Source: an optimization exercise on an open RTL-to-GDS flow (aim: small area). Production flows keep margins and buffers that such runs may drop.
The RTL was checked by simulation tests, not by an equivalence proof against the original design.
No driver is modelled on the clock port, so clocking that relies on it looks cheaper here than on a real chip.

## kairo_csr_hpm
module kairo_csr_hpm #(
  parameter int NUM_HPM    = 13,
  parameter int CNT_WIDTH  = 64,
  parameter int NUM_EVENTS = 16
) (
  input  logic                  clk_i,
  input  logic                  rst_i,
  input  logic [11:0]           csr_addr_i,
  input  logic                  csr_we_i,
  input  logic [31:0]           csr_wdata_i,
  input  logic [31:0]           csr_wmask_i,
  output logic [31:0]           csr_rdata_o,
  output logic                  csr_hit_o,
  input  logic                  retire_i,
  input  logic [NUM_EVENTS-1:0] events_i,
  output logic                  ovf_irq_o
);
export LEC_CHECK = 0
export CAP_MARGIN = 20
export CORE_MARGIN = 2
export CORE_UTILIZATION = 55
export PLACE_DENSITY = 0.65
export SLEW_MARGIN = 20
export SYNTH_HIERARCHICAL = 1
create_clock -name core_clock -period 7.0 [get_ports {clk_i}]
standard.sh (not shown) runs the stock make flow with config.mk's settings and CLKGATE_MAP_FILE= SYNTH_SCRIPT=/design/flow/synth_recipe.tcl, a recipe that flattens the netlist after the stock synthesis.
==> flow/flow/run.sh <==
#!/bin/bash
# The standard layout (the standard.sh, unchanged synthesis), with knobs ORFS reads from
# the environment:
#  * clock tree: sink clusters of up to 25 flip-flops within 100 um, no dummy loads;
#  * port buffers: the smallest buffer cell (every port still gets its buffer);
#  * after clock tree synthesis, cells on paths with slack are sized down
#    (flow/post_cts.tcl).
set -e
export CTS_ARGS="-sink_clustering_enable -repair_clock_nets -dont_use_dummy_load -sink_clustering_size 25 -sink_clustering_max_diameter 100"
export BUFFER_PORTS_ARGS="-buffer_cell sky130_fd_sc_hd__buf_1"
export POST_CTS_TCL="$PWD/flow/post_cts.tcl"
bash standard.sh > standard.log 2>&1
==> flow/flow/post_cts.tcl <==
# Size down cells that have setup slack to spare, then legalize again.
estimate_parasitics -placement
repair_timing -recover_power 100
detailed_placement
check_placement -verbose
estimate_parasitics -placement
Edit:
--- a/flow/design.v
+++ b/flow/design.v
@@ -19,18 +19,18 @@
   logic [NCNT-1:0][63:0]              cnt_q;
   logic [NUM_HPM-1:0][NUM_EVENTS-1:0] evt_q;
   logic [NUM_HPM-1:0]                 ovf_q;
   logic [NUM_HPM+2:0]                 inh_q;    
   logic [31:0]                        rdata_q;
   logic                               hit_q, ovfIrq_q;
-  logic [NCNT-1:0]    sLo, sHi, wLo, wHi, dCnt;
+  logic [NCNT-1:0]    sLo, sHi, dCnt;
   logic               weLo, weHi;
   logic [NUM_HPM-1:0] sEvt, wEvt;
   logic               sInh, wInh, hit;
   hpm_dec #(.NCNT(NCNT), .NHPM(NUM_HPM)) uDec (
-    .addr(csr_addr_i), .we(csr_we_i), .sLo(sLo), .sHi(sHi), .wLo(wLo), .wHi(wHi),
+    .addr(csr_addr_i), .we(csr_we_i), .sLo(sLo), .sHi(sHi),
     .dCnt(dCnt), .weLo(weLo), .weHi(weHi),
     .sEvt(sEvt), .wEvt(wEvt), .sInh(sInh), .wInh(wInh), .hit(hit)
   );
   logic [31:0] rd;
   logic [31:0] inhRd;
   always_comb begin
@@ -54,13 +54,13 @@
       incEn[i+2] = (|(events_i & evt_q[i])) && !inh_q[i+3];
   end
   genvar s;
   generate
     for (s = 0; s < NCNT; s++) begin : gCnt
       logic [63:0] cnt_d;
-      hpm_cnt64 uC (.q(cnt_q[s]), .inc(incEn[s]), .wLo(wLo[s]), .wHi(wHi[s]), .dCnt(dCnt[s]),
+      hpm_cnt64 uC (.q(cnt_q[s]), .inc(incEn[s]), .dCnt(dCnt[s]),
                     .weLo(weLo), .weHi(weHi), .vn(wvn), .d(cnt_d), .wrap(wrap[s]));
       always_ff @(posedge clk_i or posedge rst_i) begin
         if (rst_i) cnt_q[s] <= '0;
         else       cnt_q[s] <= cnt_d;
       end
     end
@@ -104,14 +104,12 @@
   parameter int NHPM = 13
 ) (
   input  logic [11:0]     addr,
   input  logic            we,
   output logic [NCNT-1:0] sLo,
   output logic [NCNT-1:0] sHi,
-  output logic [NCNT-1:0] wLo,
-  output logic [NCNT-1:0] wHi,
   output logic [NCNT-1:0] dCnt,
   output logic            weLo,
   output logic            weHi,
   output logic [NHPM-1:0] sEvt,
   output logic [NHPM-1:0] wEvt,
   output logic            sInh,
@@ -135,14 +133,12 @@
     p4[1] = addr[4];
     for (int i = 0; i < 32; i++) dec[i] = p10[i % 4] & p32[(i / 4) % 4] & p4[i / 16];
     for (int s = 0; s < NCNT; s++) begin
       dCnt[s] = dec[(s == 0) ? 0 : s + 1];
       sLo[s]  = selLo & dCnt[s];
       sHi[s]  = selHi & dCnt[s];
-      wLo[s]  = we & sLo[s];
-      wHi[s]  = we & sHi[s];
     end
     for (int i = 0; i < NHPM; i++) begin
       sEvt[i] = selEvt & dec[i + 3];
       wEvt[i] = we & sEvt[i];
     end
     sInh = selEvt & dec[0];
@@ -211,24 +207,24 @@
 );
   assign yn = ~((a0 & s0) | (a1 & s1) | (a2 & s2));
 endmodule
 module hpm_cnt64 (
   input  logic [63:0] q,
   input  logic        inc,
-  input  logic        wLo,     
-  input  logic        wHi,
   input  logic        dCnt,    
   input  logic        weLo,    
   input  logic        weHi,
   input  logic [31:0] vn,
   output logic [63:0] d,
   output logic        wrap
 );
-  logic wLoN, wHiN;
-  assign wLoN = ~wLo;
-  assign wHiN = ~wHi;
+  logic [3:0] wS, wSn;
+  for (genvar k = 0; k < 4; k++) begin : gWr
+    hpm_and2  uW  (.a(k < 2 ? weLo : weHi), .b(dCnt), .y(wS[k]));
+    hpm_nand2 uWn (.a(k < 2 ? weLo : weHi), .b(dCnt), .y(wSn[k]));
+  end
   logic cLo, cHi;
   assign cLo = inc & ~(weHi & dCnt);
   assign cHi = inc & ~((weHi | weLo) & dCnt);
   logic [3:0] a16;
   for (genvar k = 0; k < 4; k++) begin : gAll
     assign a16[k] = &q[16*k+15:16*k];
@@ -241,16 +237,16 @@
   logic [16:0] cg;        
   for (genvar g = 0; g < 16; g++) begin : gGrp
     if (g % 4 == 0) begin : gFirst
       assign cg[g] = cs[g / 4];
     end
     if (g % 4 != 3 || g == 15) begin : gCo
-      hpm_cgrp4 uG (.q(q[4*g+3:4*g]), .c(cg[g]), .w(g < 8 ? wLo : wHi), .wn(g < 8 ? wLoN : wHiN),
+      hpm_cgrp4 uG (.q(q[4*g+3:4*g]), .c(cg[g]), .w(wS[g / 4]), .wn(wSn[g / 4]),
                     .vn(vn[(4*g+3)%32:(4*g)%32]), .d(d[4*g+3:4*g]), .co(cg[g+1]));
     end else begin : gNoCo
-      hpm_cgrp4n uG (.q(q[4*g+3:4*g]), .c(cg[g]), .w(g < 8 ? wLo : wHi), .wn(g < 8 ? wLoN : wHiN),
+      hpm_cgrp4n uG (.q(q[4*g+3:4*g]), .c(cg[g]), .w(wS[g / 4]), .wn(wSn[g / 4]),
                      .vn(vn[(4*g+3)%32:(4*g)%32]), .d(d[4*g+3:4*g]));
     end
   end
   assign wrap = cg[16];
 endmodule
 module hpm_cgrp4 (
@@ -295,12 +291,15 @@
   hpm_xor2  uX2 (.a(q[2]), .b(cn2), .y(yn[2]));
   hpm_xor2  uX3 (.a(q[3]), .b(cn3), .y(yn[3]));
   for (genvar i = 0; i < 4; i++) begin : gSel
     hpm_oai22 uO (.a(yn[i]), .b(w), .c(vn[i]), .e(wn), .y(d[i]));
   end
 endmodule
+module hpm_and2 (input logic a, b, output logic y);
+  assign y = a & b;
+endmodule
 module hpm_nand2 (input logic a, b, output logic y);
   assign y = ~(a & b);
 endmodule
 module hpm_nand3 (input logic a, b, c, output logic y);
   assign y = ~(a & b & c);
 endmodule
=> Die area goes up slightly; sequential cell count does not change; clock skew falls by 36 ps; core utilization went down by 0.61 points; hold slack degrades by 6.8 ps; synthesized cell count went up slightly.

what the ideal ports hide:
The results above use ideal ports. As a check the final layouts listed here were re-extracted and re-timed, cells and wires unchanged.
Step 1 (the two cells are an assumption about what drives the block):
set clk [get_ports {clk_i}]
set_driving_cell -lib_cell sky130_fd_sc_hd__clkbuf_16 $clk
set_driving_cell -lib_cell sky130_fd_sc_hd__buf_2 [delete_from_list [all_inputs] $clk]
Step 2, shift: input delay + t, output delay - t, t = (earliest + latest rising clock arrival at the registers) / 2. This alone moves slack from input paths to output paths.
a / b / c = no drivers / after step 1 / after step 2; a / b = the first two.
run	t (ns)	slack for setup (ns)	latest minus earliest clock arrival (ns)	worst register clock-pin slew, ns
the first run	0.803	0.602 / 0.659 / -0.144	0.082 / 0.082	0.11 / 0.11
the second run	0.803	0.558 / 0.613 / -0.190	0.047 / 0.046	0.11 / 0.11
With both steps, setup timing fails in the first run and the second run, where it was met with ideal ports. The setup slack of the second run, which loses most, moves by +0.055 ns with the drivers and by -0.748 ns with both steps.
